This design comes from an exercise in tuning for small area, a short achievable clock period and few clock cycles on the open sky130 flow, not from production work.
Function was checked by simulation only, so behaviour that the tests miss may differ from the original.
No activity file was given, so power comes from the tool's default toggle rates.

<file path="flow/flow/run.sh">
#!/bin/bash
# The standard layout, with the ports buffered by plain buf_1 cells rather
# than the delay cells buffer_ports picks on its own.
set -euo pipefail
bash standard.sh "BUFFER_PORTS_ARGS=-buffer_cell sky130_fd_sc_hd__buf_1" finish > make_finish.log 2>&1
</file>
<file path="flow/standard.sh">
#!/bin/bash
# synth_recipe.tcl (not shown) runs the flow's synth.tcl, then flattens the netlist and writes it again
# the make line also repeats each setting of config.mk as NAME=value (left out here)
make -C /OpenROAD-flow-scripts/flow DESIGN_CONFIG=/design/flow/config.mk WORK_HOME=/design/flow/orfs CLKGATE_MAP_FILE= SYNTH_SCRIPT=/design/flow/synth_recipe.tcl "${@:-finish}"
</file>
<file path="flow/config.mk">
export PLATFORM = sky130hd
export DESIGN_NAME = outline_to_path_commands
export DESIGN_NICKNAME = outline_to_path_commands
export VERILOG_FILES = /design/flow/design.v
export SDC_FILE = /design/flow/constraint.sdc
export NUM_CORES = 4
export LEC_CHECK = 0
export CAP_MARGIN = 20
export CORE_MARGIN = 2
export CORE_UTILIZATION = 60
export CTS_BUF_LIST = sky130_fd_sc_hd__clkbuf_8
export CTS_CLUSTER_SIZE = 40
export SETUP_SLACK_MARGIN = 2.7
export SLEW_MARGIN = 20
export SYNTH_HIERARCHICAL = 1
</file>
<file path="flow/constraint.sdc">
create_clock -name core_clock -period 5.5 [get_ports {clk_i}]
set_input_delay 1.1000 -clock core_clock [delete_from_list [all_inputs] [get_ports {clk_i}]]
set_output_delay 1.1000 -clock core_clock [all_outputs]
set_load 0.01 [all_outputs]
</file>
<file path="flow/design.v">
`default_nettype none
module otpc_mid (
  input  wire logic [15:0] a_i,
  input  wire logic [15:0] p_i,
  input  wire logic        conic_i,
  output logic [15:0]      x_o
);
  function automatic logic [15:0] next_x(input logic [15:0] a, input logic [15:0] p,
                                         input logic conic);
    logic [15:0] t, g, pp, gn, pn;
    logic        t16, neg;
    t   = a ^ p;
    g   = a & p;
    pp  = t;
    t16 = a[15] ^ p[15];
    gn = g; pn = pp;
    for (int i = 1; i < 16; i += 2) begin
      gn[i] = g[i] | (pp[i] & g[i-1]);
      pn[i] = pp[i] & pp[i-1];
    end
    g = gn; pp = pn;
    for (int d = 2; d < 16; d = d * 2) begin
      gn = g; pn = pp;
      for (int i = d + 1; i < 16; i += 2) begin
        gn[i] = g[i] | (pp[i] & g[i-d]);
        pn[i] = pp[i] & pp[i-d];
      end
      g = gn; pp = pn;
    end
    gn = g; pn = pp;
    for (int i = 2; i < 16; i += 2) begin
      gn[i] = g[i] | (pp[i] & g[i-1]);
      pn[i] = pp[i] & pp[i-1];
    end
    g = gn; pp = pn;
    neg = t16 ^ g[15];
    for (int j = 0; j < 16; j++) begin
      next_x[j] = conic ? (((j == 15) ? t16 : t[j+1]) ^ (g[j] | (pp[j] & neg))) : a[j];
    end
  endfunction
  assign x_o = next_x(a_i, p_i, conic_i);
endmodule
`default_nettype wire
`default_nettype none
module otpc_decode (
  input  wire logic         clk_i,
  input  wire logic         rst_ni,
  input  wire logic         acc_i,
  input  wire logic [15:0]  px_i,
  input  wire logic [15:0]  py_i,
  input  wire logic         on_i,
  input  wire logic         cubic_i,
  input  wire logic         cend_i,
  input  wire logic         oend_i,
  output logic              d_vld_o,    
  output logic [12:0]       d_desc_o,   
  output logic [1:0]        d_rem_o,    
  output logic              k0_conic_o,
  output logic              k0_cubic_o,
  output logic [31:0]       s_o,
  output logic [31:0]       p0_o,
  output logic [31:0]       p1_o,
  output logic [31:0]       x_o
);
  localparam logic [1:0] REM_NONE  = 2'd0;
  localparam logic [1:0] REM_CURVE = 2'd1;   
  localparam logic [1:0] REM_CLOSE = 2'd2;   
  localparam logic [1:0] REM_ERR   = 2'd3;   
  localparam logic [12:0] D_MOVE   = {3'd0, 2'd0, 3'b100, 3'b000, 2'b00};
  localparam logic [12:0] D_LINE   = {3'd1, 2'd0, 3'b100, 3'b000, 2'b00};
  localparam logic [12:0] D_QUADON = {3'd2, 2'd0, 3'b010, 3'b100, 2'b00};
  localparam logic [12:0] D_QUADCC = {3'd2, 2'd0, 3'b010, 3'b010, 2'b00};
  localparam logic [12:0] D_CUBIC  = {3'd3, 2'd0, 3'b010, 3'b010, 2'b10};
  localparam logic [12:0] D_CLQUAD = {3'd2, 2'd0, 3'b100, 3'b001, 2'b00};
  localparam logic [12:0] D_CLCUB  = {3'd3, 2'd0, 3'b010, 3'b100, 2'b01};
  localparam logic [12:0] D_CLLINE = {3'd1, 2'd0, 3'b001, 3'b000, 2'b00};
  localparam logic [12:0] D_ERRQ   = {3'd5, 2'd1, 3'b000, 3'b000, 2'b00};
  localparam logic [12:0] D_ERRC   = {3'd5, 2'd2, 3'b000, 3'b000, 2'b00};
  logic [15:0] sx_q, sy_q, p0x_q, p0y_q, p1x_q, p1y_q, xx_q, xy_q;
  logic k0n_q, k0c_q, k1c_q, k1o_q, k2o_q;
  logic open_q, drop_q;
  logic p_on, p_cub, p_con, endc;
  assign p_on  = on_i;
  assign p_cub = !on_i && cubic_i;
  assign p_con = !on_i && !cubic_i;
  assign endc  = cend_i | oend_i;
  logic [15:0] xx_d, xy_d;
  otpc_mid u_mid_x (.a_i(p0x_q), .p_i(px_i), .conic_i(k0n_q),  .x_o(xx_d));
  otpc_mid u_mid_y (.a_i(p0y_q), .p_i(py_i), .conic_i(k0n_q),  .x_o(xy_d));
  logic        k0on;
  logic        err3q, err3c, err3;
  logic        cl_err;
  logic [12:0] cmd3;
  logic        has3;
  logic [12:0] clk_desc;
  assign k0on = !k0n_q && !k0c_q;
  always_comb begin
    err3q = k0n_q && p_cub;
    err3c = k0c_q && ((p_on && !(k1c_q && k2o_q)) || p_con || (p_cub && !k1o_q));
    err3  = err3q | err3c;
    has3  = 1'b1;
    cmd3  = D_LINE;
    if (k0n_q && p_on)                       cmd3 = D_QUADON;
    else if (k0n_q && p_con)                 cmd3 = D_QUADCC;
    else if (k0c_q && p_on)                  cmd3 = D_CUBIC;
    else if (k0on && p_on)                   cmd3 = D_LINE;
    else                                     has3 = 1'b0;
    cl_err = p_cub && !(open_q && k0c_q);
    if (p_con)      clk_desc = D_CLQUAD;
    else if (p_cub) clk_desc = D_ERRC;    
    else            clk_desc = D_CLLINE;
    d_vld_o  = 1'b0;
    d_desc_o = D_MOVE;
    d_rem_o  = REM_NONE;
    if (drop_q) begin
      d_vld_o = 1'b0;
    end else if (!open_q) begin
      d_vld_o  = 1'b1;
      d_desc_o = D_MOVE;
      if (endc) d_rem_o = cl_err ? REM_ERR : REM_CURVE;
    end else if (err3) begin
      d_vld_o  = 1'b1;
      d_desc_o = err3q ? D_ERRQ : D_ERRC;
    end else if (has3) begin
      d_vld_o  = 1'b1;
      d_desc_o = cmd3;
      if (endc) d_rem_o = cl_err ? REM_ERR : REM_CURVE;
    end else if (endc) begin
      d_vld_o = 1'b1;
      if (cl_err) begin
        d_desc_o = D_ERRC;
      end else begin
        d_desc_o = p_con ? D_CLQUAD : D_CLCUB;
        d_rem_o  = REM_CLOSE;
      end
    end
  end
  always_ff @(posedge clk_i or negedge rst_ni) begin
    if (!rst_ni) begin
      open_q <= 1'b0;
      drop_q <= 1'b0;
    end else if (acc_i) begin
      if (drop_q) begin
        drop_q <= !oend_i;
      end else if (!open_q) begin
        open_q <= !endc;
        drop_q <= endc && cl_err && !oend_i;
      end else begin
        open_q <= !(err3 || endc);
        drop_q <= (err3 || (endc && cl_err)) && !oend_i;
      end
    end
  end
  always_ff @(posedge clk_i) begin
    if (acc_i) begin
      p0x_q <= px_i;
      p0y_q <= py_i;
      xx_q  <= xx_d;
      xy_q  <= xy_d;
      if (!(k0c_q && p_on)) begin
        p1x_q <= p0x_q;
        p1y_q <= p0y_q;
      end
      if (!open_q) begin
        sx_q  <= px_i;
        sy_q  <= py_i;
      end
      k0n_q <= p_con;
      k0c_q <= p_cub;
      k1c_q <= open_q && k0c_q;
      k1o_q <= !open_q || k0on || (k0n_q && p_con);
      k2o_q <= !open_q || k1o_q;
    end
  end
  assign k0_conic_o = k0n_q;
  assign k0_cubic_o = k0c_q;
  assign s_o  = {sx_q, sy_q};
  assign p0_o = {p0x_q, p0y_q};
  assign p1_o = {p1x_q, p1y_q};
  assign x_o  = {xx_q, xy_q};
endmodule
`default_nettype wire
`default_nettype none
module otpc_outbuf (
  input  wire logic         clk_i,
  input  wire logic         rst_ni,
  input  wire logic         acc_i,
  input  wire logic         d_vld_i,
  input  wire logic [12:0]  d_desc_i,
  input  wire logic [1:0]   d_rem_i,
  input  wire logic         k0_conic_i,
  input  wire logic         k0_cubic_i,
  input  wire logic [31:0]  s_i,
  input  wire logic [31:0]  p0_i,
  input  wire logic [31:0]  p1_i,
  input  wire logic [31:0]  x_i,
  output logic              more_o,     
  output logic              out_valid_o,
  input  wire logic         out_stall_i,
  output logic [2:0]        cmd_o,
  output logic [1:0]        err_o,
  output logic [31:0]       a_o,
  output logic [31:0]       b_o,
  output logic [31:0]       c_o,
  output logic              last_o
);
  localparam logic [1:0] REM_NONE  = 2'd0;
  localparam logic [1:0] REM_CURVE = 2'd1;
  localparam logic [1:0] REM_CLOSE = 2'd2;
  localparam logic [1:0] REM_ERR   = 2'd3;
  localparam logic [12:0] D_CLQUAD = {3'd2, 2'd0, 3'b100, 3'b001, 2'b00};
  localparam logic [12:0] D_CLCUB  = {3'd3, 2'd0, 3'b010, 3'b100, 2'b01};
  localparam logic [12:0] D_CLLINE = {3'd1, 2'd0, 3'b001, 3'b000, 2'b00};
  localparam logic [12:0] D_CLOSE  = {3'd4, 2'd0, 3'b000, 3'b000, 2'b00};
  localparam logic [12:0] D_ERRC   = {3'd5, 2'd2, 3'b000, 3'b000, 2'b00};
  logic        vld_q;
  logic [1:0]  rem_q;
  logic [12:0] desc_q;
  logic [12:0] desc_d;
  logic [7:0]  sely_q;   
  logic        take;
  assign take = vld_q && !out_stall_i;
  always_ff @(posedge clk_i or negedge rst_ni) begin
    if (!rst_ni) begin
      vld_q <= 1'b0;
      rem_q <= REM_NONE;
    end else if (acc_i) begin
      vld_q <= d_vld_i;
      rem_q <= d_vld_i ? d_rem_i : REM_NONE;
    end else if (take) begin
      vld_q <= (rem_q != REM_NONE);
      case (rem_q)
        REM_CURVE: rem_q <= REM_CLOSE;
        default:   rem_q <= REM_NONE;
      endcase
    end
  end
  always_comb begin
    desc_d = desc_q;
    if (acc_i) begin
      desc_d = d_desc_i;
    end else if (take) begin
      case (rem_q)
        REM_CURVE: desc_d = k0_conic_i ? D_CLQUAD : (k0_cubic_i ? D_CLCUB : D_CLLINE);
        REM_CLOSE: desc_d = D_CLOSE;
        default:   desc_d = D_ERRC;
      endcase
    end
  end
  always_ff @(posedge clk_i) begin
    desc_q <= desc_d;
  end
  always_ff @(posedge clk_i or negedge rst_ni) begin
    if (!rst_ni) begin
      sely_q <= '0;
    end else begin
      sely_q <= desc_d[7:0];
    end
  end
  assign more_o      = (rem_q != REM_NONE);
  assign out_valid_o = vld_q;
  assign last_o      = (rem_q == REM_NONE);
  assign cmd_o       = desc_q[12:10];
  assign err_o       = desc_q[9:8];
  logic [7:0] sy;
  assign sy = sely_q;
  assign a_o[31:16] = ({16{desc_q[7]}} & p0_i[31:16]) | ({16{desc_q[6]}} & p1_i[31:16]) |
                      ({16{desc_q[5]}} & s_i[31:16]);
  assign b_o[31:16] = ({16{desc_q[4]}} & p0_i[31:16]) | ({16{desc_q[3]}} & x_i[31:16]) |
                      ({16{desc_q[2]}} & s_i[31:16]);
  assign c_o[31:16] = ({16{desc_q[1]}} & p0_i[31:16]) | ({16{desc_q[0]}} & s_i[31:16]);
  assign a_o[15:0]  = ({16{sy[7]}} & p0_i[15:0]) | ({16{sy[6]}} & p1_i[15:0]) |
                      ({16{sy[5]}} & s_i[15:0]);
  assign b_o[15:0]  = ({16{sy[4]}} & p0_i[15:0]) | ({16{sy[3]}} & x_i[15:0]) |
                      ({16{sy[2]}} & s_i[15:0]);
  assign c_o[15:0]  = ({16{sy[1]}} & p0_i[15:0]) | ({16{sy[0]}} & s_i[15:0]);
endmodule
`default_nettype wire
`default_nettype none
module outline_to_path_commands (
  input  wire logic                 clk_i,
  input  wire logic                 rst_ni,
  input  wire logic                 in_valid_i,
  output logic                      in_stall_o,
  input  wire logic signed [15:0]   point_x_i,
  input  wire logic signed [15:0]   point_y_i,
  input  wire logic                 on_curve_i,
  input  wire logic                 cubic_control_i,
  input  wire logic                 contour_end_i,
  input  wire logic                 outline_end_i,
  output logic                      out_valid_o,
  input  wire logic                 out_stall_i,
  output logic [2:0]                command_o,
  output logic [1:0]                error_kind_o,
  output logic signed [15:0]        ax_o,
  output logic signed [15:0]        ay_o,
  output logic signed [15:0]        bx_o,
  output logic signed [15:0]        by_o,
  output logic signed [15:0]        cx_o,
  output logic signed [15:0]        cy_o,
  output logic                      run_last_o
);
  logic        acc;
  logic        more;
  logic        d_vld;
  logic [12:0] d_desc;
  logic [1:0]  d_rem;
  logic        k0_conic, k0_cubic;
  logic [31:0] s, p0, p1, x;
  logic [31:0] a, b, c;
  assign in_stall_o = more || (out_valid_o && out_stall_i);
  assign acc        = in_valid_i && !in_stall_o;
  otpc_decode u_decode (
    .clk_i      (clk_i),
    .rst_ni     (rst_ni),
    .acc_i      (acc),
    .px_i       (point_x_i),
    .py_i       (point_y_i),
    .on_i       (on_curve_i),
    .cubic_i    (cubic_control_i),
    .cend_i     (contour_end_i),
    .oend_i     (outline_end_i),
    .d_vld_o    (d_vld),
    .d_desc_o   (d_desc),
    .d_rem_o    (d_rem),
    .k0_conic_o (k0_conic),
    .k0_cubic_o (k0_cubic),
    .s_o        (s),
    .p0_o       (p0),
    .p1_o       (p1),
    .x_o        (x)
  );
  otpc_outbuf u_outbuf (
    .clk_i       (clk_i),
    .rst_ni      (rst_ni),
    .acc_i       (acc),
    .d_vld_i     (d_vld),
    .d_desc_i    (d_desc),
    .d_rem_i     (d_rem),
    .k0_conic_i  (k0_conic),
    .k0_cubic_i  (k0_cubic),
    .s_i         (s),
    .p0_i        (p0),
    .p1_i        (p1),
    .x_i         (x),
    .more_o      (more),
    .out_valid_o (out_valid_o),
    .out_stall_i (out_stall_i),
    .cmd_o       (command_o),
    .err_o       (error_kind_o),
    .a_o         (a),
    .b_o         (b),
    .c_o         (c),
    .last_o      (run_last_o)
  );
  assign ax_o = a[31:16];
  assign ay_o = a[15:0];
  assign bx_o = b[31:16];
  assign by_o = b[15:0];
  assign cx_o = c[31:16];
  assign cy_o = c[15:0];
endmodule
`default_nettype wire
</file>
==> notes.md <==
- Area Overhead vs Synth: 16.9%
- Slowest stage cell, crit path: dfrtp_2
- # rows: 44
- DRT Pass-1 Iters: 8
- Die area: 15600 um2
- Initial core utilization: 0.608
- DRT Wirelength: between 20000 and 25000 um
- Lkg Pwr: a little under 4 nW
- Crit-path cells: a222oi_1 > inv_1 > buf_1
- RR Endpoint: u_decode.xy_q[13]
- Post-synthesis sequential area ratio: 0.528
- Vias in the first global route: 6773
- Setup-failing EPs final: 0
- Sw Ratio: 0.400
- Hold EP: u_decode.k2o_q
- Final Hold Viols: 0
- CTS Buf Count: 17
- Main synth FF type: edfxtp_1
- Status: finished clean
- Worst-skew pair later-pin latency: 0.46 ns
- Num ports: 144
- Arr. time, crit path: 1.72 ns
- Hold_buf cts: 0
- Sinks on Clock Net: 159
- Post-DP HPWL: between 10000 and 15000 um
- Antenna diodes: 0
- Detailed Route Iter0 Violations: 815
- DP Area: 9620 um2
- CTS root buf: clkbuf_8
- Crit-path leading delay family: flip-flops
- Max rail drop VDD: 0.221 mV
- CTS tree: yes
- Clock power frac: 0.167
- Overall Global Routing Usage: 0.287
- Net count after synthesis: slightly above 800
- Reg power frac: 0.442
- Synth cell types: 66
- F_max: between 300 and 400 MHz
- Drt drc: 0
- Slowest stage delay, CP: between 0.5 and 0.6 ns
- TNS Setup: 0 ns
- Synth Register Bits: roughly 160
- CP Capture Type: primary output
- Gr ovfl total: 0
- Worst Hold Class: reg2reg
- Number of synthesized flops with an enable pin: 138
- Syn Area/Cell: 11.7 um2
- R2R Path Start: u_decode.p0y_q[2]
- Chip Width: about 120 um
- Pwr per Cell Area: 472 nW/um2
- Final nets: 959
- Die Y: 125 um
- Clk_skew: 0.00944 ns
- Type of origin of the critical path: register
- Final Cycle Share: 0.512
- Fin. max-slew vios: 0
- Worst-margin pin slew: around 1.0 ns
- Via density: 6.42
- Routability cong.: 0.866
- P_int: 2.91 mW
- Final core occ: 0.711
- DR vias: 6924
- Tmin final: roughly 2.8 ns
- Clk buf depth: 2
- Ys async rst share: 0.0818
- Mapped Cells: 747
- R2r worst-path depth: 9
- WP buf/inv: 2
- Largest net degree at the start of global routing: 69
- Slew headroom: 0.309
- Hold Path Depth: 1
- Routed Antenna Nets: 0
- Gate power share: 0.391
- Finished Cell Area: 10300 um2
- Fraction of layout cells with a size suffix above 1: 0.207
- Reg clk slew, reported paths: approximately 0.08 ns
- Max_cap viols: 0
- Routed len/inst: 21.1 um
- Ys Warns: 9
- Design Power: 4.84 mW
- Port Buffer Count: 143
- Unrepaired setup endpoints after global routing: yes
- First-pass GRT wire length: 35300 um
- Syn Std Cell Area: 8770 um2
- Switching Power: 1.94 mW
- Hold path start: u_decode.k1o_q
- R2R setup slack: around 2.9 ns
- WS Path Type: reg2out
- Core region area: 14400 um2
- CP max FO: 16
- Initial antenna violation count: 0
- H-Tree Depth: 4
- Required @ worst endpoint: 4.40 ns
- Hold slack: 0.569 ns
per-layer routing:
layer,vias to the layer above,GRT usage,wire (um),share of wire
met2,364,0.495,11600,0.51
met5,-,0,0,0
met3,34,0.0576,1960,0.086
met4,0,0.0856,360,0.016
met1,3349,0.371,8890,0.39
li1,3177,-,-,-
power groups by stage:
stage	clock (mW)	combinational (mW)	sequential, mW
after global routing	0.867	2.06	2.17
after floorplan	0	1.50	1.90
after CTS	0.824	1.83	2.12
after global placement	0	1.74	2.14
final	0.811	1.89	2.14
after detailed placement	0	1.78	2.15
metrics by stage:
stage / setup WS [ns] / instances
after floorplan: 1.58 / 747
after global placement: 2.20 / 1029
after detailed placement: 2.13 / 1029
after CTS: 2.70 / 1064
after global routing: 2.63 / 1079
final: 2.68 / 1079
synth_stat cells, types with 8 or more instances:
| library cell | n | area (um2) |
|---|---|---|
| inv_1 | 79 | 297 |
| mux2_2 | 16 | 180 |
| a21oi_2 | 9 | 78.8 |
| ha_1 | 36 | 450 |
| a21oi_1 | 33 | 165 |
| dfxtp_1 | 8 | 160 |
| nor3_1 | 11 | 55.1 |
| o21ai_0 | 22 | 110 |
| buf_4 | 9 | 67.6 |
| nand4_1 | 9 | 56.3 |
| edfxtp_1 | 138 | 4140 |
| buf_2 | 19 | 95.1 |
| xnor2_1 | 16 | 140 |
| dfrtp_1 | 13 | 325 |
| nand2_1 | 58 | 218 |
| nor2_1 | 30 | 113 |
| a22o_1 | 38 | 333 |
| buf_6 | 10 | 113 |
| a222oi_1 | 64 | 641 |
worst max-delay path by stage:
| stage | endpoint | cells after the start | from | slack, ns |
|---|---|---|---|---|
| after floorplan | u_decode.sx_q[0] | 3 | out_stall_i | 1.58 |
| after global placement | u_decode.xy_q[13] | 9 | point_y_i[1] | 2.20 |
| after detailed placement | u_decode.xy_q[11] | 9 | point_y_i[13] | 2.13 |
| after CTS | cy_o[0] | 2 | u_outbuf.sely_q[1] | 2.70 |
| after global routing | u_decode.xx_q[1] | 9 | point_x_i[5] | 2.63 |
| final | by_o[15] | 3 | u_outbuf.sely_q[3] | 2.68 |
kinds of logic (layout without fill, tap and decap cells):
group,after synthesis,in the layout,synth area share
AOI/OAI and AO/OA,232,232,0.221
DFF,159,159,0.528
and+or+nand+nor,150,150,0.0820
buffers and inverters,130,278,0.0733
adders and majority gates,36,36,0.0514
muxes,21,21,0.0262
xor gates and xnor gates,18,18,0.0180
other,1,1,0.000428
worst reg2reg max path, delay by kind of cell, from the launching register on:
kind	cells	cell delay, ns
simple gates	2	0.48
buf+inv	1	0.19
fa+ha+maj	1	0.25
flops	1	0.48
compound gates	4	0.87
xor+xnor	1	0.13
sequential cells by signal, summed over array words and instances (netlist names), 2 cells and up:
| register | flops |
|---|---|
| u_decode.p0x_q | 16 |
| u_decode.p0y_q | 16 |
| u_decode.p1x_q | 16 |
| u_decode.p1y_q | 16 |
| u_decode.sx_q | 16 |
| u_decode.sy_q | 16 |
| u_decode.xx_q | 16 |
| u_decode.xy_q | 16 |
| u_outbuf.desc_q | 13 |
| u_outbuf.rem_q | 2 |
| u_outbuf.sely_q | 8 |
layout make-up:
class	count	area (um2)
Clock buffer	17	234
Tap cell	184	230
Clock inverter	14	128
Fill cell	1039	4170
Sequential cell	159	4650
Inverter	81	304
Timing Repair Buffer	166	762
Multi-Input combinational cell	458	3940
cells in the final DEF, fill, tap and decap left out, types with 13 or more instances in the layout:
| cell | count |
|---|---|
| a21oi_1 | 22 |
| a21oi_2 | 16 |
| a222oi_1 | 64 |
| a22o_1 | 38 |
| buf_1 | 127 |
| buf_4 | 19 |
| clkbuf_2 | 16 |
| clkbuf_8 | 17 |
| edfxtp_1 | 138 |
| ha_1 | 13 |
| ha_4 | 21 |
| inv_1 | 80 |
| mux2_2 | 16 |
| nand2_1 | 58 |
| nor2_1 | 30 |
| o21ai_0 | 16 |
| xnor2_1 | 16 |
per-module statistics from Yosys (local to each module, per instance):
module | copies in the design | cells inside
outline_to_path_commands | 1 | 3
otpc_outbuf | 1 | 277
otpc_mid | 2 | 128
otpc_decode | 1 | 211
what timing repair did:
action                                  in CTS  in global routing
setup buffers                                4                 15
gates resized for setup                     16                 30
endpoints found under the setup margin      87                 59
pin swaps                                    1                 15
Testbench counts, summed over its fixed seeds: cycles 16,807.

[port drivers added, routing unchanged]
In the flow no input, the clock included, has a driving cell. The finished layout below was timed again as built, in two steps.
Step 1 sets driving cells, clkbuf_16 on the clock port and buf_2 on the other inputs (assumed; they add their load-dependent delay and slew).
Step 2 also shifts input and output timing later by t, the mid clock arrival at the registers, as if the neighbouring blocks saw the same clock.
Slacks: ideal ports / drivers / drivers and shift; pairs: ideal ports / drivers.
t, ns: 0.494
setup WS [ns]: 2.682 / 2.640 / 2.274
pins driven straight from the clock port: 1
After both steps this run still meets setup and hold. For this run, drivers alone change the setup slack by -0.042 ns; drivers and shift together by -0.408 ns.
